This design comes from an exercise in tuning for small area, a short achievable clock period and few clock cycles per item on the open sky130 flow, not from production work. Only simulation tests tie the RTL to the original design; equivalence was not proved. Power and IR drop assume default switching activity.

**flow/design.v**
```verilog
`default_nettype none
package pifo_pkg;
    localparam int RANK_W    = 4;
    localparam int PAYLOAD_W = 8;
    localparam int CAPACITY  = 126;
    localparam int POS_W     = 7;             
    localparam int NRANK     = 15;            
    typedef logic [RANK_W-1:0]    rank_t;      
    typedef logic [PAYLOAD_W-1:0] payload_t;
    typedef logic [POS_W-1:0]     pos_t;
endpackage
`default_nettype wire
`timescale 1ns/100ps
`default_nettype none
module pifo_host_port (
    input  wire                 i_clk,
    input  wire                 i_arst_n,
    input  wire                 i_push,
    input  wire                 i_pop,
    input  pifo_pkg::rank_t     i_rank,
    input  pifo_pkg::payload_t  i_payload,
    input  wire [pifo_pkg::NRANK*pifo_pkg::POS_W-1:0] i_bnd_next,
    output logic                o_ready,
    output logic                o_full,
    output logic                o_empty,
    output logic                o_push_cmd,
    output logic                o_pop_cmd,
    output pifo_pkg::rank_t     o_rank,
    output pifo_pkg::payload_t  o_payload,
    output pifo_pkg::pos_t      o_pos
);
    localparam int PW = pifo_pkg::POS_W;
    pifo_pkg::pos_t occ_q;
    logic           pop_acc;
    logic           push_acc;
    pifo_pkg::pos_t pos_d;
    assign o_ready = 1'b1;                
    assign pop_acc  = i_pop & ~o_empty;
    assign push_acc = i_push & ~i_pop & ~o_full;
    always_comb begin
        pos_d = i_bnd_next[(pifo_pkg::NRANK-1)*PW +: PW];
        for (int k = 0; k < pifo_pkg::NRANK; k++)
            if (i_rank == pifo_pkg::RANK_W'(k))
                pos_d = i_bnd_next[k*PW +: PW];
    end
    always_ff @(posedge i_clk or negedge i_arst_n) begin
        if (!i_arst_n) begin
            occ_q      <= '0;
            o_full     <= 1'b0;
            o_empty    <= 1'b1;
            o_push_cmd <= 1'b0;
            o_pop_cmd  <= 1'b0;
        end else begin
            o_push_cmd <= push_acc;
            o_pop_cmd  <= pop_acc;
            if (pop_acc) begin
                occ_q   <= occ_q - 1'b1;
                o_full  <= 1'b0;
                o_empty <= (occ_q == PW'(1));
            end else if (push_acc) begin
                occ_q   <= occ_q + 1'b1;
                o_full  <= (occ_q == PW'(pifo_pkg::CAPACITY - 1));
                o_empty <= 1'b0;
            end
        end
    end
    always_ff @(posedge i_clk) begin
        o_rank    <= i_rank;
        o_payload <= i_payload;
        o_pos     <= pos_d;
    end
endmodule
`default_nettype wire
`timescale 1ns/100ps
`default_nettype none
module pifo_level_ram (
    input  wire                 i_clk,
    input  wire                 i_push,
    input  wire                 i_pop,
    input  pifo_pkg::pos_t      i_pos,
    input  pifo_pkg::payload_t  i_payload,
    output pifo_pkg::payload_t  o_head
);
    localparam int N  = pifo_pkg::CAPACITY;
    localparam int DW = pifo_pkg::PAYLOAD_W;
    logic [N*DW-1:0] mem_q;
    logic [15:0] hi_lt;    
    logic [15:0] hi_eq;
    logic [7:0]  lo_le;    
    logic [7:0]  lo_eq;
    for (genvar h = 0; h < 16; h++) begin : g_hi
        assign hi_lt[h] = (i_pos[6:3] < 4'(h));
        assign hi_eq[h] = (i_pos[6:3] == 4'(h));
    end
    for (genvar l = 0; l < 8; l++) begin : g_lo
        assign lo_le[l] = (i_pos[2:0] <= 3'(l));
        assign lo_eq[l] = (i_pos[2:0] == 3'(l));
    end
    for (genvar i = 0; i < N; i++) begin : g_ent
        logic          ge;
        logic          eq;
        logic [DW-1:0] up;     
        logic [DW-1:0] down;   
        assign ge = hi_lt[i / 8] | (hi_eq[i / 8] & lo_le[i % 8]);
        assign eq = hi_eq[i / 8] & lo_eq[i % 8];
        if (i == 0) begin : g_first
            assign up = i_payload;
        end else begin : g_mid
            assign up = mem_q[(i-1)*DW +: DW];
        end
        if (i == N - 1) begin : g_last
            assign down = mem_q[i*DW +: DW];
        end else begin : g_inner
            assign down = mem_q[(i+1)*DW +: DW];
        end
        always_ff @(posedge i_clk) begin
            if (i_pop)
                mem_q[i*DW +: DW] <= down;
            else if (i_push && eq)
                mem_q[i*DW +: DW] <= i_payload;
            else if (i_push && ge)
                mem_q[i*DW +: DW] <= up;
        end
    end
    assign o_head = mem_q[DW-1:0];
endmodule
`default_nettype wire
`timescale 1ns/100ps
`default_nettype none
module pifo_level (
    input  wire                 i_clk,
    input  wire                 i_arst_n,
    input  wire                 i_push,
    input  wire                 i_pop,
    input  pifo_pkg::rank_t     i_rank,
    output logic [pifo_pkg::NRANK*pifo_pkg::POS_W-1:0] o_bnd_next,
    output pifo_pkg::rank_t     o_min_rank
);
    localparam int PW = pifo_pkg::POS_W;
    localparam int NR = pifo_pkg::NRANK;
    logic [NR*PW-1:0] bnd_q;
    logic [NR-1:0]    nz;
    for (genvar k = 0; k < NR; k++) begin : g_bnd
        logic [PW-1:0] b;
        assign b     = bnd_q[k*PW +: PW];
        assign nz[k] = (b != '0);
        always_comb begin
            o_bnd_next[k*PW +: PW] = b;
            if (i_push && i_rank <= pifo_pkg::RANK_W'(k))
                o_bnd_next[k*PW +: PW] = b + 1'b1;
            else if (i_pop && nz[k])
                o_bnd_next[k*PW +: PW] = b - 1'b1;
        end
    end
    always_ff @(posedge i_clk or negedge i_arst_n) begin
        if (!i_arst_n)
            bnd_q <= '0;
        else
            bnd_q <= o_bnd_next;
    end
    always_comb begin
        o_min_rank = pifo_pkg::RANK_W'(NR);
        for (int k = NR - 1; k >= 0; k--)
            if (nz[k])
                o_min_rank = pifo_pkg::RANK_W'(k);
    end
endmodule
`default_nettype wire
`timescale 1ns/100ps
`default_nettype none
module pifo_pop_out (
    input  wire                 i_clk,
    input  wire                 i_arst_n,
    input  wire                 i_capture,
    input  pifo_pkg::rank_t     i_rank,
    input  pifo_pkg::payload_t  i_payload,
    output logic                o_pop_valid,
    output pifo_pkg::rank_t     o_pop_rank,
    output pifo_pkg::payload_t  o_pop_payload
);
    always_ff @(posedge i_clk or negedge i_arst_n) begin
        if (!i_arst_n)
            o_pop_valid <= 1'b0;
        else
            o_pop_valid <= i_capture;
    end
    always_ff @(posedge i_clk) begin
        if (i_capture) begin
            o_pop_rank    <= i_rank;
            o_pop_payload <= i_payload;
        end
    end
endmodule
`default_nettype wire
`timescale 1ns/100ps
`default_nettype none
module pifo_top (
    input  wire                 i_clk,
    input  wire                 i_arst_n,
    input  wire                 i_push,
    input  wire                 i_pop,
    input  pifo_pkg::rank_t     i_rank,
    input  pifo_pkg::payload_t  i_payload,
    output logic                o_ready,
    output logic                o_full,
    output logic                o_empty,
    output logic                o_pop_valid,
    output pifo_pkg::rank_t     o_pop_rank,
    output pifo_pkg::payload_t  o_pop_payload
);
    logic                 push_cmd;
    logic                 pop_cmd;
    pifo_pkg::rank_t      cmd_rank;
    pifo_pkg::payload_t   cmd_payload;
    pifo_pkg::pos_t       cmd_pos;
    pifo_pkg::rank_t      min_rank;
    pifo_pkg::payload_t   head;
    logic [pifo_pkg::NRANK*pifo_pkg::POS_W-1:0] bnd_next;
    pifo_host_port i_host_port (
        .i_clk      (i_clk),
        .i_arst_n   (i_arst_n),
        .i_push     (i_push),
        .i_pop      (i_pop),
        .i_rank     (i_rank),
        .i_payload  (i_payload),
        .i_bnd_next (bnd_next),
        .o_ready    (o_ready),
        .o_full     (o_full),
        .o_empty    (o_empty),
        .o_push_cmd (push_cmd),
        .o_pop_cmd  (pop_cmd),
        .o_rank     (cmd_rank),
        .o_payload  (cmd_payload),
        .o_pos      (cmd_pos)
    );
    pifo_level i_bounds (
        .i_clk      (i_clk),
        .i_arst_n   (i_arst_n),
        .i_push     (push_cmd),
        .i_pop      (pop_cmd),
        .i_rank     (cmd_rank),
        .o_bnd_next (bnd_next),
        .o_min_rank (min_rank)
    );
    pifo_level_ram i_array (
        .i_clk     (i_clk),
        .i_push    (push_cmd),
        .i_pop     (pop_cmd),
        .i_pos     (cmd_pos),
        .i_payload (cmd_payload),
        .o_head    (head)
    );
    pifo_pop_out i_pop_out (
        .i_clk         (i_clk),
        .i_arst_n      (i_arst_n),
        .i_capture     (pop_cmd),
        .i_rank        (min_rank),
        .i_payload     (head),
        .o_pop_valid   (o_pop_valid),
        .o_pop_rank    (o_pop_rank),
        .o_pop_payload (o_pop_payload)
    );
endmodule
`default_nettype wire
```
**flow/run.sh**
```bash
#!/bin/bash
# synth_recipe.tcl (not shown) runs the flow's synth.tcl, then flattens the netlist and writes it again
# the make line also repeats each setting of config.mk as NAME=value (left out here)
make -C /OpenROAD-flow-scripts/flow DESIGN_CONFIG=/design/flow/config.mk WORK_HOME=/design/flow/orfs CLKGATE_MAP_FILE= SYNTH_SCRIPT=/design/flow/synth_recipe.tcl finish
```
**flow/config.mk**
```make
export PLATFORM = sky130hd
export DESIGN_NAME = pifo_top
export DESIGN_NICKNAME = pifo_top
export VERILOG_FILES = /design/flow/design.v
export SDC_FILE = /design/flow/constraint.sdc
export NUM_CORES = 4
export LEC_CHECK = 0
export CAP_MARGIN = 20
export CORE_MARGIN = 2
export CORE_UTILIZATION = 40
export SLEW_MARGIN = 20
```
**flow/constraint.sdc**
```tcl
create_clock -name core_clock -period 7.0 [get_ports {i_clk}]
set_input_delay 1.4000 -clock core_clock [delete_from_list [all_inputs] [get_ports {i_clk}]]
set_output_delay 1.4000 -clock core_clock [all_outputs]
set_load 0.01 [all_outputs]
```
==> load_flow_metrics.sql, run 1 <==
INSERT INTO impl_metrics (metric_group, metric, value, unit) VALUES
('status', 'run_status', 'complete, no violations', ''),
('sta', 'final.setup.tns', '0', 'ns'),
('clock_network', 'ctsHoldBuffers', '0', ''),
('synth', 'share_of_synthesized_area_occupied_by_flip_flops_and_latches', '0.544', ''),
('clock_network', 'ctsLongestPathBuffers', '3', ''),
('global_route', 'grt.total_usage', '0.214', ''),
('placement', 'place.port_buffers', '30', ''),
('power_and_ir_drop', 'p_per_area', '393', 'nW/µm²'),
('die', 'core_area', '154000', 'µm²'),
('placement', 'gp_congestion', '0.862', ''),
('clock_network', 'cts_made_buffers', '135', ''),
('placement', 'dp.final_hpwl', '116000', 'µm'),
('placement', 'dpl.cell_count', '7674', ''),
('detailed_routing', 'vias', '45400', ''),
('sta', 'final-max-slew-violation-count', '0', ''),
('global_route', 'grt_first_pass_wirelength', '267000', 'µm'),
('die', 'die_w', '399', 'µm'),
('sta', 'whs', '0.493', 'ns'),
('clock_network', 'clock_tree_from_tritoncts', 'yes', ''),
('clock_network', 'tritoncts_num_sinks', '1156', ''),
('detailed_routing', 'detail_route.vias_per_cell', '5.73', ''),
('global_route', 'grt_remaining_overflow', '0', ''),
('critical_path', 'setup.worst_path.end_class', 'flop', ''),
('sta', 'report.final.setup_viol', '0', ''),
('run', 'count_of_maximum_capacitance_violations', '0', ''),
('detailed_routing', 'drt-total-wl', '173000', 'µm'),
('die', 'initial_core_utilization', '0.404', ''),
('sta', 'max_freq', '229', 'MHz'),
('die', 'pin_count', '32', ''),
('sta', 'grt_setup_unrepaired', 'false', ''),
('synth', 'post_synth.cell_area_avg', '10.5', 'µm²'),
('critical_path', 'path_class', 'reg2reg', ''),
('critical_path', 'worst-path-max-fanout', '11', ''),
('detailed_routing', 'drt_iter0_markers', '4877', ''),
('cells_and_area', 'fillCellCount', '14500', ''),
('critical_path', 'critical_path_required', '7.48', 'ns'),
('detailed_routing', 'route.detailed.drc', '0', ''),
('cells_and_area', 'final_area', '68500', 'µm²'),
('synth', 'ys_async_sr_fraction', '0.101', ''),
('synth', 'synth_cell_types', '93', ''),
('hold_path', 'holdCritPathClass', 'reg2reg', ''),
('detailed_routing', 'final_antenna_net_count', '0', ''),
('cells_and_area', 'final_cell_mix', 'nand2_1, o21ai_0, edfxtp_1', ''),
('clock_network', 'postCtsResizedCells', '0', ''),
('synth', 'count_of_flip_flops_with_a_built_in_enable_after_synthesis', '1020', ''),
('power_and_ir_drop', 'power.static_leakage', '26.5', 'nW'),
('clock_network', 'worstSkewPairLatency', '0.78', 'ns'),
('sta', 'finalCriticalPeriod', '4.38', 'ns'),
('detailed_routing', 'detail_route.first_pass.iterations', '5', ''),
('critical_path', 'arrival', '4.85', 'ns'),
('synth', 'synth_fp_nets', '6004', ''),
('synth', 'synth_cells', '5947', ''),
('sta', 'skew', '0.0240', 'ns'),
('die', 'num_rows', '144', ''),
('cells_and_area', 'area_growth', '9.86', '%'),
('placement', 'place_area', '64300', 'µm²'),
('clock_network', 'path_clk_slew', '0.06', 'ns'),
('sta', 'number_of_hold_violations_in_the_final_report', '0', ''),
('cells_and_area', 'mostFrequentLayoutCell', 'nand2_1', ''),
('cells_and_area', 'fin_cells', '7919', ''),
('clock_network', 'post-cts-setup-buffer-count', '0', ''),
('synth', 'synth.ff_latch_count', '1156', ''),
('die', 'vert_die_dim', '399', 'µm'),
('synth', 'syn_warnings', '4', ''),
('cells_and_area', 'design.final.nets', '5825', ''),
('power_and_ir_drop', 'peakVddDrop', '0.000270', 'V'),
('clock_network', 'htree_num_levels', '4', ''),
('sta', 'max_slew.worst_pin.slew', '1.29', 'ns'),
('global_route', 'pin_count_of_the_biggest_net_entering_global_routing', '264', ''),
('detailed_routing', 'avgRoutedWirePerCell', '21.9', 'µm'),
('sta', 'slew_margin_rel', '0.143', ''),
('synth', 'synthesis.area', '62300', 'µm²'),
('clock_network', 'clock_tree.root_cell', 'clkbuf_16', ''),
('global_route', 'first_global_vias', '44000', ''),
('cells_and_area', 'drive_above_1_share', '0.0601', ''),
('global_route', 'grt_antenna_before_repair', '6', ''),
('die', 'die_area', '159000', 'µm²'),
('synth', 'yosys_most_used_dff', 'edfxtp_1', ''),
('sta', 'finalCritPeriodShare', '0.625', ''),
('critical_path', 'cp-start-kind', 'flop', '');
==> final timing paths <==
check,slack [ns],endpoint,from,cells after the start
setup / recovery,2.62,i_array.mem_q[632],i_host_port.o_pos[2],5
hold / removal,0.49,i_host_port.occ_q[5],i_host_port.occ_q[5],1
setup reg to reg,2.62,i_array.mem_q[632],i_host_port.o_pos[2],5
hold reg to reg,0.49,i_host_port.occ_q[5],i_host_port.occ_q[5],1
max in group asynchronous,4.96,i_bounds.bnd_q[96],i_arst_n,2
min in group asynchronous,0.68,i_bounds.bnd_q[36],i_arst_n,1
==> layer usage <==
layer  wire (µm)  global-route usage  vias to the layer above
li1            -                   -                    21300
met2       75400               0.319                     1493
met1       82600               0.321                    22400
met5           0                   0                        -
met4        3830              0.0583                        0
met3       11600              0.0351                      242
==> per-stage QoR <==
step	total power, mW	util	setup WS, ns
final	26.9	0.444	2.62
after global routing	28.4	0.444	2.58
after CTS	26.9	0.443	2.89
after floorplan	17.2	-	3.91
after detailed placement	20.1	0.417	2.50
after global placement	19.9	0.417	2.41
==> registers in the layout (all words and copies together) (netlist names) <==
name,count
i_array.mem_q,1008
i_bounds.bnd_q,105
i_host_port.o_empty,1
i_host_port.o_full,1
i_host_port.o_payload,8
i_host_port.o_pop_cmd,1
i_host_port.o_pos,7
i_host_port.o_push_cmd,1
i_host_port.o_rank,4
i_host_port.occ_q,7
i_pop_out.o_pop_payload,8
i_pop_out.o_pop_rank,4
i_pop_out.o_pop_valid,1
==> power breakdown <==
| part | internal (mW) | switching, mW | total, mW |
|---|---|---|---|
| Sequential | 11.1 | 1.98 | 13.1 |
| Clock | 3.80 | 2.98 | 6.78 |
| Combinational | 2.45 | 4.57 | 7.02 |
| Total | 17.4 | 9.53 | 26.9 |
==> synth_stat cells (all sizes together) (17+ instances only) <==
| master | number | area [µm²] |
|---|---|---|
| o21ai | 1115 | 5580 |
| nand2 | 1257 | 4720 |
| o21a | 17 | 128 |
| nand3 | 69 | 345 |
| a31oi | 20 | 125 |
| and2 | 17 | 106 |
| dfrtp | 116 | 2900 |
| clkbuf | 398 | 1490 |
| nor2 | 178 | 683 |
| edfxtp | 1020 | 30600 |
| buf | 41 | 199 |
| mux2 | 21 | 236 |
| inv | 79 | 297 |
| a211oi | 18 | 140 |
| xnor2 | 55 | 482 |
| mux2i | 1002 | 10000 |
| nor3 | 44 | 225 |
| ha | 41 | 513 |
| and3 | 19 | 119 |
| dfxtp | 19 | 380 |
| or3 | 26 | 163 |
| o31ai | 22 | 165 |
| a21oi | 60 | 300 |
| xor2 | 26 | 228 |
| nand4 | 24 | 150 |
==> critical path, stage by stage, from the launching register on <==
cell and delay, ns:
dfxtp_1 0.82, and2_1 0.79, nand2_1 0.91, nor2_1 1.13, mux2i_1 0.32, o21ai_0 0.10
==> cells by family after synthesis <==
kind of cell	count (synthesis)	share of synthesized area
xor gates and xnor gates	81	0.0114
AOI/OAI and AO/OA	1382	0.122
other	1	0.0000602
and+or+nand+nor	1744	0.118
adders and majority gates	41	0.00823
DFF	1156	0.544
muxes	1023	0.165
buffers and inverters	519	0.0320
==> layout make-up <==
| cell class | instances | area (µm²) | area share |
|---|---|---|---|
| inverter | 80 | 302 | 0.00440 |
| antenna | 1 | 2.50 | 0.0000365 |
| sequential | 1156 | 34000 | 0.496 |
| clock inverter | 65 | 548 | 0.00800 |
| timing repair buffer | 123 | 1060 | 0.0154 |
| clock buffer | 178 | 3600 | 0.0526 |
| multi-input combinational | 4272 | 26400 | 0.386 |
| tap | 2044 | 2560 | 0.0373 |
Testbench counts, summed over its fixed seeds: cycles 48,009, ops 48,000.
==> run 2, diff against run 1 <==
--- a/flow/design.v
+++ b/flow/design.v
@@ -115,10 +115,17 @@
         end
-        always_ff @(posedge i_clk) begin
-            if (i_pop)
-                mem_q[i*DW +: DW] <= down;
-            else if (i_push && eq)
-                mem_q[i*DW +: DW] <= i_payload;
-            else if (i_push && ge)
-                mem_q[i*DW +: DW] <= up;
-        end
+        logic          sel_hold;
+        logic          sel_down;
+        logic          sel_up;
+        logic          sel_in;
+        logic [DW-1:0] d;
+        assign sel_down = i_pop;
+        assign sel_up   = i_push & ge & ~eq;
+        assign sel_in   = i_push & eq;
+        assign sel_hold = ~i_pop & ~(i_push & ge);
+        assign d = ({DW{sel_hold}} & mem_q[i*DW +: DW])
+                 | ({DW{sel_down}} & down)
+                 | ({DW{sel_up}}   & up)
+                 | ({DW{sel_in}}   & i_payload);
+        always_ff @(posedge i_clk)
+            mem_q[i*DW +: DW] <= d;
     end
--- a/flow/config.mk
+++ b/flow/config.mk
@@ -10,2 +10,3 @@
 export CORE_UTILIZATION = 40
+export SETUP_SLACK_MARGIN = 4.2
 export SLEW_MARGIN = 20
==> load_flow_metrics.sql, run 2 <==
INSERT INTO impl_metrics (metric_group, metric, value, unit) VALUES
('status', 'run_status', 'complete, no violations', ''),
('detailed_routing', 'drt-total-wl', '177000', 'µm'),
('sta', 'skew', '0.0365', 'ns'),
('critical_path', 'worst_path_max_delay_cell', 'nor2_2', ''),
('critical_path', 'worstSetupStartpoint', 'i_rank[2]', ''),
('critical_path', 'critical_path_required', '7.64', 'ns'),
('cells_and_area', 'top_register', 'i_array.mem_q', ''),
('synth', 'synth_cell_types', '103', ''),
('power_and_ir_drop', 'sw_frac_of_total', '0.381', ''),
('global_route', 'grt_antenna_before_repair', '2', ''),
('global_route', 'grt.total_usage', '0.255', ''),
('power_and_ir_drop', 'power.static_leakage', '24.8', 'nW'),
('sta', 'slew_margin_rel', '0.311', ''),
('critical_path', 'ff2ff_setup_slack', '4.11', 'ns'),
('die', 'num_rows', '132', ''),
('cells_and_area', 'top_regs', 'i_array.mem_q: 1008 flops, i_bounds.bnd_q: 105 flops', ''),
('cells_and_area', 'multi_input_area', '27700', 'µm²'),
('sta', 'grt_setup_unrepaired', 'true', ''),
('detailed_routing', 'detail_route.first_pass.iterations', '15', ''),
('critical_path', 'cp-start-kind', 'primary input', ''),
('die', 'die_w', '365', 'µm'),
('sta', 'whs', '0.445', 'ns'),
('sta', 'finalCritPeriodShare', '0.413', ''),
('synth', 'syn_warnings', '4', ''),
('global_route', 'first_global_vias', '46000', ''),
('sta', 'finalCriticalPeriod', '2.89', 'ns'),
('cells_and_area', 'largest_reg_flops', '1008', ''),
('global_route', 'pin_count_of_the_biggest_net_entering_global_routing', '198', ''),
('global_route', 'grt_first_pass_wirelength', '275000', 'µm'),
('synth', 'synth.area.top_cells', 'dfxtp_1, a222oi_1, nand2_1', ''),
('clock_network', 'ctsLongestPathBuffers', '3', ''),
('detailed_routing', 'route.detailed.drc', '0', ''),
('die', 'vert_die_dim', '365', 'µm'),
('power_and_ir_drop', 'p_int', '17.4', 'mW'),
('placement', 'dp.final_hpwl', '113000', 'µm'),
('sta', 'number_of_hold_violations_in_the_final_report', '0', ''),
('critical_path', 'path_class', 'in2reg', ''),
('cells_and_area', 'seqCellArea', '23900', 'µm²'),
('placement', 'gp_congestion', '0.892', ''),
('synth', 'yosys_most_used_dff', 'dfxtp_1', ''),
('placement', 'place.port_buffers', '30', ''),
('sta', 'max_slew.worst_pin.slew', '1.03', 'ns'),
('detailed_routing', 'vias', '49700', ''),
('die', 'pin_count', '32', ''),
('critical_path', 'worstRegToRegCells', '7', ''),
('critical_path', 'timing.critical_path.max_delay_family', 'simple AND/OR/NAND/NOR gates', ''),
('global_route', 'grt_remaining_overflow', '0', ''),
('synth', 'synth.ff_latch_count', '1156', ''),
('die', 'initial_core_utilization', '0.403', ''),
('critical_path', 'setup.worst_path.end_class', 'flop', ''),
('synth', 'synth_cells', '6084', ''),
('synth', 'ys_async_sr_fraction', '0.101', ''),
('critical_path', 'worst-path-max-fanout', '17', ''),
('clock_network', 'clock_tree.root_cell', 'clkbuf_16', ''),
('synth', 'yosysTopAreaCellShare', '0.395', ''),
('synth', 'yosys.area.top_type', 'dfxtp_1', ''),
('critical_path', 'arrival', '3.53', 'ns'),
('critical_path', 'timing.critical_path.cells', 'clkdlybuf4s15_2 > nor2_2 > nand2_1 > and3_1 > mux2i_1 > o311a_1 > a31oi_1 > and3b_1 > o221ai_2', ''),
('critical_path', 'critPathBufInv', '1', ''),
('clock_network', 'cts_made_buffers', '134', ''),
('synth', 'post_synth.cell_area_avg', '8.56', 'µm²'),
('detailed_routing', 'detail_route.vias_per_cell', '6.32', ''),
('clock_network', 'path_clk_slew', '0.06', 'ns'),
('synth', 'synth.cells.most_frequent', 'nand2_1, dfxtp_1, a222oi_1', ''),
('detailed_routing', 'drt_iter0_markers', '8811', ''),
('cells_and_area', 'fillCellCount', '12300', ''),
('sta', 'report.final.setup_viol', '0', ''),
('cells_and_area', 'final_cell_mix', 'nand2_1, dfxtp_1, a222oi_1', ''),
('synth', 'synth_fp_nets', '6141', ''),
('detailed_routing', 'final_antenna_net_count', '0', ''),
('detailed_routing', 'avgRoutedWirePerCell', '22.5', 'µm'),
('placement', 'dpl.cell_count', '7539', ''),
('power_and_ir_drop', 'power_switching', '10.7', 'mW'),
('clock_network', 'htree_num_levels', '4', ''),
('cells_and_area', 'mostFrequentLayoutCell', 'nand2_1', ''),
('hold_path', 'holdCritPathClass', 'reg2reg', ''),
('power_and_ir_drop', 'pwr-share-clk', '0.255', ''),
('cells_and_area', 'antenna-diode-count', '0', ''),
('clock_network', 'worstSkewPairLatency', '0.79', 'ns'),
('power_and_ir_drop', 'p_per_area', '464', 'nW/µm²'),
('power_and_ir_drop', 'combinationalPowerShare', '0.302', ''),
('power_and_ir_drop', 'peakVddDrop', '0.000299', 'V'),
('clock_network', 'clock_tree_from_tritoncts', 'yes', ''),
('sta', 'final.setup.tns', '0', 'ns'),
('cells_and_area', 'drive_above_1_share', '0.117', ''),
('critical_path', 'worstReg2RegStart', 'i_host_port.o_pos[0]', ''),
('critical_path', 'cp_slowest_stage_delay', '0.50', 'ns'),
('die', 'die_area', '133000', 'µm²'),
('cells_and_area', 'utilization', '0.467', ''),
('clock_network', 'tritoncts_num_sinks', '1156', ''),
('cells_and_area', 'design.final.nets', '6068', ''),
('sta', 'max_freq', '346', 'MHz'),
('critical_path', 'cp-endpoint', 'i_host_port.o_pos[5]', ''),
('cells_and_area', 'area_growth', '16.0', '%'),
('clock_network', 'ctsHoldBuffers', '0', ''),
('sta', 'final-max-slew-violation-count', '0', ''),
('cells_and_area', 'fin_cells', '7861', ''),
('power_and_ir_drop', 'total_power', '28.1', 'mW'),
('synth', 'count_of_flip_flops_with_a_built_in_enable_after_synthesis', '12', ''),
('synth', 'yosys.cell_count.top_type', 'nand2_1', ''),
('run', 'count_of_maximum_capacitance_violations', '0', ''),
('die', 'core_area', '129000', 'µm²'),
('synth', 'share_of_synthesized_area_occupied_by_flip_flops_and_latches', '0.458', ''),
('power_and_ir_drop', 'seq_power_share', '0.443', ''),
('critical_path', 'critical_path.reg2reg.endpoint', 'i_array.mem_q[282]', ''),
('critical_path', 'timing.critical_path.depth', '9', ''),
('synth', 'synthesis.area', '52100', 'µm²');
run 2: changes by cell type in the layout (fill, tap and decap cells not counted), sizes merged, moves of 184 or more:
cell    previous run  this run
a221o              1       185
a222oi             2       816
dfxtp             19      1027
edfxtp          1020        12
mux2i           1002        13
nand2           1257      2013
nor2             178       362
o21ai           1115       230
run 2: final cells by class:
cell class | count | share of cell area
clock buffer | 207 | 0.0673
clock inverter | 37 | 0.00714
inverter | 82 | 0.00547
multi-input combinational | 4454 | 0.459
sequential | 1156 | 0.396
tap | 1742 | 0.0361
timing repair buffer | 182 | 0.0291
timing repair inverter | 1 | 0.000124
run 2: repair_timing:
| action | in CTS | in global routing |
|---|---|---|
| setup buffers | 45 | 23 |
| endpoints found under the setup margin | 1014 | 797 |
| pin swaps | 11 | 26 |
| gates cloned | 6 | 4 |
| gates resized for setup | 278 | 182 |
run 2: worst min path at each step:
stage / to / depth (start not counted) / from / slack (ns)
after floorplan: i_pop_out.o_pop_payload[0] / 0 / i_array.mem_q[0] / 0.43
after global placement: i_array.mem_q[562] / 2 / i_array.mem_q[562] / 0.44
after detailed placement: i_array.mem_q[571] / 2 / i_array.mem_q[563] / 0.45
after CTS: i_array.mem_q[303] / 2 / i_array.mem_q[295] / 0.44
after global routing: i_array.mem_q[492] / 2 / i_array.mem_q[484] / 0.46
final: i_array.mem_q[630] / 2 / i_array.mem_q[622] / 0.45
run 2: cell families after synthesis:
group,Yosys count,synth area share
simple gates,2693,0.210
compound gates,1612,0.268
flops,1156,0.458
buf+inv,474,0.0355
xor+xnor,86,0.0147
fa+ha+maj,41,0.00985
mux,21,0.00423
other cells,1,0.0000720
run 2: routing by layer:
metal	GRT usage	part of all wire	wire length, µm	vias to the layer above
met5	0	0	0	-
met4	0.0816	0.028	5000	0
met3	0.0466	0.086	15200	310
met2	0.403	0.45	79700	2217
met1	0.351	0.43	76800	24000
li1	-	-	-	23100
run 2: power groups by stage:
stage	Combinational [mW]	Sequential (mW)	Clock [mW]
2_1_floorplan	5.94	11.3	0
3_3_place_gp	7.56	12.3	0
3_5_place_dp	7.74	12.4	0
4_1_cts	8.08	12.3	7.26
5_1_grt	9.32	12.8	7.53
6_report	8.49	12.4	7.15
run 2: worst register-to-register path, delay by kind of cell (launching register included):
family / cells / cell delay [ns]
DFF: 1 / 0.42
and+or+nand+nor: 4 / 1.49
AOI/OAI and AO/OA: 1 / 0.18
buffers and inverters: 2 / 0.74
run 2: metrics by stage:
stage | worst slack, ns | instance area (µm²)
after floorplan | 4.21 | 52100
after global placement | 2.69 | 53700
after detailed placement | 2.61 | 53700
after CTS | 3.95 | 59500
after global routing | 4.04 | 60400
final | 4.11 | 60400
Testbench counts of run 2, summed over its fixed seeds: cycles 48,009, ops 48,000.
==> run 3, diff against run 2 <==
--- a/flow/config.mk
+++ b/flow/config.mk
@@ -10,3 +10,3 @@
 export CORE_UTILIZATION = 40
-export SETUP_SLACK_MARGIN = 4.2
+export SETUP_SLACK_MARGIN = 4.6
 export SLEW_MARGIN = 20
==> load_flow_metrics.sql, run 3 <==
INSERT INTO impl_metrics (metric_group, metric, value, unit) VALUES
('status', 'run_status', 'complete, no violations', ''),
('sta', 'whs', '0.441', 'ns'),
('sta', 'finalCriticalPeriod', '2.81', 'ns'),
('global_route', 'first_global_vias', '46900', ''),
('global_route', 'pin_count_of_the_biggest_net_entering_global_routing', '223', ''),
('die', 'vert_die_dim', '365', 'µm'),
('run', 'count_of_maximum_capacitance_violations', '0', ''),
('cells_and_area', 'top_register', 'i_array.mem_q', ''),
('critical_path', 'setup.worst_path.end_class', 'output pin', ''),
('critical_path', 'arrival', '1.41', 'ns'),
('clock_network', 'clock_tree.root_cell', 'clkbuf_16', ''),
('synth', 'yosys.area.top_type', 'dfxtp_1', ''),
('power_and_ir_drop', 'seq_power_share', '0.429', ''),
('sta', 'final.setup.worst_slack', '4.19', 'ns'),
('critical_path', 'worstSetupStartpoint', 'i_host_port.o_empty', ''),
('clock_network', 'ctsHoldBuffers', '0', ''),
('clock_network', 'clock_tree_from_tritoncts', 'yes', ''),
('cells_and_area', 'multi_input_area', '29700', 'µm²'),
('detailed_routing', 'vias', '51300', ''),
('cells_and_area', 'area_growth', '23.2', '%'),
('cells_and_area', 'final_cell_mix', 'nand2_1, dfxtp_1, a222oi_1', ''),
('detailed_routing', 'detail_route.first_pass.iterations', '17', ''),
('die', 'initial_core_utilization', '0.403', ''),
('critical_path', 'worst_path_max_delay_cell', 'dfstp_2', ''),
('detailed_routing', 'drt_iter0_markers', '9681', ''),
('critical_path', 'worst-path-max-fanout', '2', ''),
('power_and_ir_drop', 'combinationalPowerShare', '0.333', ''),
('sta', 'final-max-slew-violation-count', '0', ''),
('clock_network', 'worstSkewPairLatency', '0.79', 'ns'),
('detailed_routing', 'final_antenna_net_count', '0', ''),
('clock_network', 'tritoncts_num_sinks', '1156', ''),
('clock_network', 'ctsLongestPathBuffers', '3', ''),
('detailed_routing', 'drt-total-wl', '185000', 'µm'),
('synth', 'post_synth.cell_area_avg', '8.56', 'µm²'),
('synth', 'syn_warnings', '4', ''),
('cells_and_area', 'drive_above_1_share', '0.182', ''),
('hold_path', 'timing.hold.worst.start', 'i_array.mem_q[518]', ''),
('sta', 'report.final.setup_viol', '0', ''),
('placement', 'place.port_buffers', '30', ''),
('synth', 'synthesis.area', '52100', 'µm²'),
('die', 'num_rows', '132', ''),
('cells_and_area', 'utilization', '0.496', ''),
('die', 'die_area', '133000', 'µm²'),
('critical_path', 'critPathBufInv', '1', ''),
('global_route', 'grt_remaining_overflow', '0', ''),
('critical_path', 'path_class', 'reg2out', ''),
('detailed_routing', 'route.detailed.drc', '0', ''),
('die', 'core_area', '129000', 'µm²'),
('clock_network', 'cts_made_buffers', '132', ''),
('synth', 'yosysTopAreaCellShare', '0.395', ''),
('power_and_ir_drop', 'sw_frac_of_total', '0.389', ''),
('hold_path', 'holdCritPathClass', 'reg2reg', ''),
('critical_path', 'critical_path_required', '5.60', 'ns'),
('sta', 'slew_margin_rel', '0.273', ''),
('detailed_routing', 'detail_route.vias_per_cell', '6.38', ''),
('placement', 'dp.final_hpwl', '115000', 'µm'),
('power_and_ir_drop', 'power_switching', '11.3', 'mW'),
('power_and_ir_drop', 'p_int', '17.8', 'mW'),
('power_and_ir_drop', 'total_power', '29.1', 'mW'),
('sta', 'max_freq', '356', 'MHz'),
('sta', 'max_slew.worst_pin.slew', '1.09', 'ns'),
('synth', 'share_of_synthesized_area_occupied_by_flip_flops_and_latches', '0.458', ''),
('global_route', 'grt_first_pass_wirelength', '280000', 'µm'),
('cells_and_area', 'seqCellArea', '23900', 'µm²'),
('synth', 'synth.cells.most_frequent', 'nand2_1, dfxtp_1, a222oi_1', ''),
('cells_and_area', 'largest_reg_flops', '1008', ''),
('detailed_routing', 'avgRoutedWirePerCell', '23.0', 'µm'),
('critical_path', 'timing.critical_path.max_delay_family', 'flip-flops', ''),
('synth', 'synth.ff_latch_count', '1156', ''),
('sta', 'skew', '0.0513', 'ns'),
('synth', 'ys_async_sr_fraction', '0.101', ''),
('die', 'pin_count', '32', ''),
('global_route', 'grt.total_usage', '0.261', ''),
('placement', 'gp_congestion', '0.878', ''),
('cells_and_area', 'mostFrequentLayoutCell', 'nand2_1', ''),
('sta', 'grt_setup_unrepaired', 'true', ''),
('sta', 'final.setup.tns', '0', 'ns'),
('power_and_ir_drop', 'pwr-share-clk', '0.239', ''),
('cells_and_area', 'top_regs', 'i_array.mem_q: 1008 flops, i_bounds.bnd_q: 105 flops', ''),
('cells_and_area', 'fillCellCount', '11900', ''),
('synth', 'yosys.cell_count.top_type', 'nand2_1', ''),
('sta', 'number_of_hold_violations_in_the_final_report', '0', ''),
('synth', 'synth.area.top_cells', 'dfxtp_1, a222oi_1, nand2_1', ''),
('clock_network', 'htree_num_levels', '4', ''),
('die', 'die_w', '365', 'µm'),
('synth', 'synth_cells', '6084', ''),
('synth', 'count_of_flip_flops_with_a_built_in_enable_after_synthesis', '12', ''),
('sta', 'finalCritPeriodShare', '0.401', ''),
('critical_path', 'timing.critical_path.cells', 'buf_6', ''),
('cells_and_area', 'design.final.nets', '6249', ''),
('synth', 'synth_cell_types', '103', ''),
('clock_network', 'path_clk_slew', '0.06', 'ns'),
('critical_path', 'cp_slowest_stage_delay', '0.54', 'ns'),
('power_and_ir_drop', 'power.static_leakage', '26.2', 'nW'),
('synth', 'synth_fp_nets', '6141', ''),
('placement', 'place_ws', '2.75', 'ns'),
('critical_path', 'worstReg2RegStart', 'i_host_port.o_push_cmd', ''),
('power_and_ir_drop', 'peakVddDrop', '0.000270', 'V'),
('critical_path', 'cp-start-kind', 'flop', ''),
('power_and_ir_drop', 'p_per_area', '454', 'nW/µm²'),
('cells_and_area', 'antenna-diode-count', '0', ''),
('global_route', 'grt_antenna_before_repair', '0', ''),
('synth', 'yosys_most_used_dff', 'dfxtp_1', '');
run 3: cell count changes in the layout (fill, tap and decap cells not counted), moves of 10 or more:
| cell | change |
|---|---|
| buf_4 | +117 |
| nor2_1 | -112 |
| nor2_4 | +81 |
| buf_12 | +33 |
| nor2_2 | +31 |
| nand2_1 | -24 |
| a21oi_1 | -21 |
| buf_6 | +16 |
| o21ai_1 | -14 |
| a21oi_2 | +11 |
| a21oi_4 | +10 |
run 3: layout make-up:
class                      instances  share of cell area
timing repair buffer             362              0.0576
sequential                      1156               0.373
inverter                          82             0.00511
tap                             1742              0.0340
clock buffer                     198              0.0612
multi-input combinational       4458               0.463
clock inverter                    31             0.00626
run 3: metal layers:
metal,part of all wire,track usage,vias to the layer above
met5,0,0,-
met4,0.040,0.0993,0
met3,0.087,0.0410,433
met2,0.44,0.403,2521
met1,0.43,0.364,24800
li1,-,-,23500
run 3: timing repair:
action                                  in CTS  in global routing
setup buffers                              112                127
cloned                                       7                  8
endpoints found under the setup margin    1078                906
resized for setup                          645                310
pin swaps                                   58                 99
run 3: cells by family (layout without fill, tap and decap cells):
kind of cell	count (synthesis)	after routing	share of synthesized area
XOR/XNOR	86	86	0.0147
adder cells (fa/ha/maj)	41	41	0.00985
AO/OA/AOI/OAI	1612	1613	0.268
AND/OR/NAND/NOR	2693	2696	0.210
buffers and inverters	474	673	0.0355
other	1	1	0.0000720
flip-flops	1156	1156	0.458
multiplexers	21	21	0.00423
run 3: worst paths after layout:
path / to / slack, ns / cells after the start
worst max register to register: i_host_port.o_pos[5] / 4.26 / 10
max in group asynchronous: i_bounds.bnd_q[28] / 4.98 / 2
worst max-delay path: o_empty / 4.19 / 1
worst min-delay path: i_array.mem_q[526] / 0.44 / 2
min in group asynchronous: i_bounds.bnd_q[0] / 0.74 / 1
worst min register to register: i_array.mem_q[526] / 0.44 / 2
run 3: power groups by stage:
| stage | Combinational, mW | Clock, mW | Sequential (mW) |
|---|---|---|---|
| 6_report | 9.68 | 6.95 | 12.5 |
| 5_1_grt | 10.5 | 7.32 | 12.8 |
| 4_1_cts | 8.79 | 7.06 | 12.3 |
| 3_5_place_dp | 7.74 | 0 | 12.4 |
| 3_3_place_gp | 7.56 | 0 | 12.4 |
| 2_1_floorplan | 5.95 | 0 | 11.3 |
run 3: stage by stage:
| step | cells | cell area [µm²] |
|---|---|---|
| 2_1_floorplan | 6084 | 52300 |
| 3_3_place_gp | 7546 | 53800 |
| 3_5_place_dp | 7546 | 53800 |
| 4_1_cts | 7894 | 61600 |
| 5_1_grt | 8029 | 64200 |
| 6_report | 8029 | 64200 |

port drivers added, routing unchanged:
The flow's constraints put no driver on any port. The routed layouts listed below were extracted and timed again, unchanged, in two steps. Step 1 sets driving cells, clkbuf_16 on the clock port and buf_2 on the other inputs (assumed; they add their load-dependent delay and slew). Step 2, shift: input delay + t, output delay - t, t = (earliest + latest rising clock arrival at the registers) / 2. This alone moves slack from input paths to output paths. Three values: ideal ports, drivers, drivers and shift; two values: the first two.
| run | t (ns) | setup slack, ns | worst hold slack (ns) | worst setup path after step 2 | cell pins on the clock port's net |
|---|---|---|---|---|---|
| run 1 | 0.845 | 2.625 / 2.625 / 2.397 | 0.493 / 0.493 / 0.493 | input to register | 1 |
| run 2 | 0.847 | 4.110 / 4.112 / 3.321 | 0.445 / 0.445 / 0.445 | input to register | 1 |
| run 3 | 0.843 | 4.192 / 4.112 / 3.514 | 0.441 / 0.441 / 0.441 | input to register | 1 |
After both steps setup and hold are still met in every run listed. The setup slack of run 2, which loses most, moves by +0.002 ns with the drivers and by -0.789 ns with both steps.
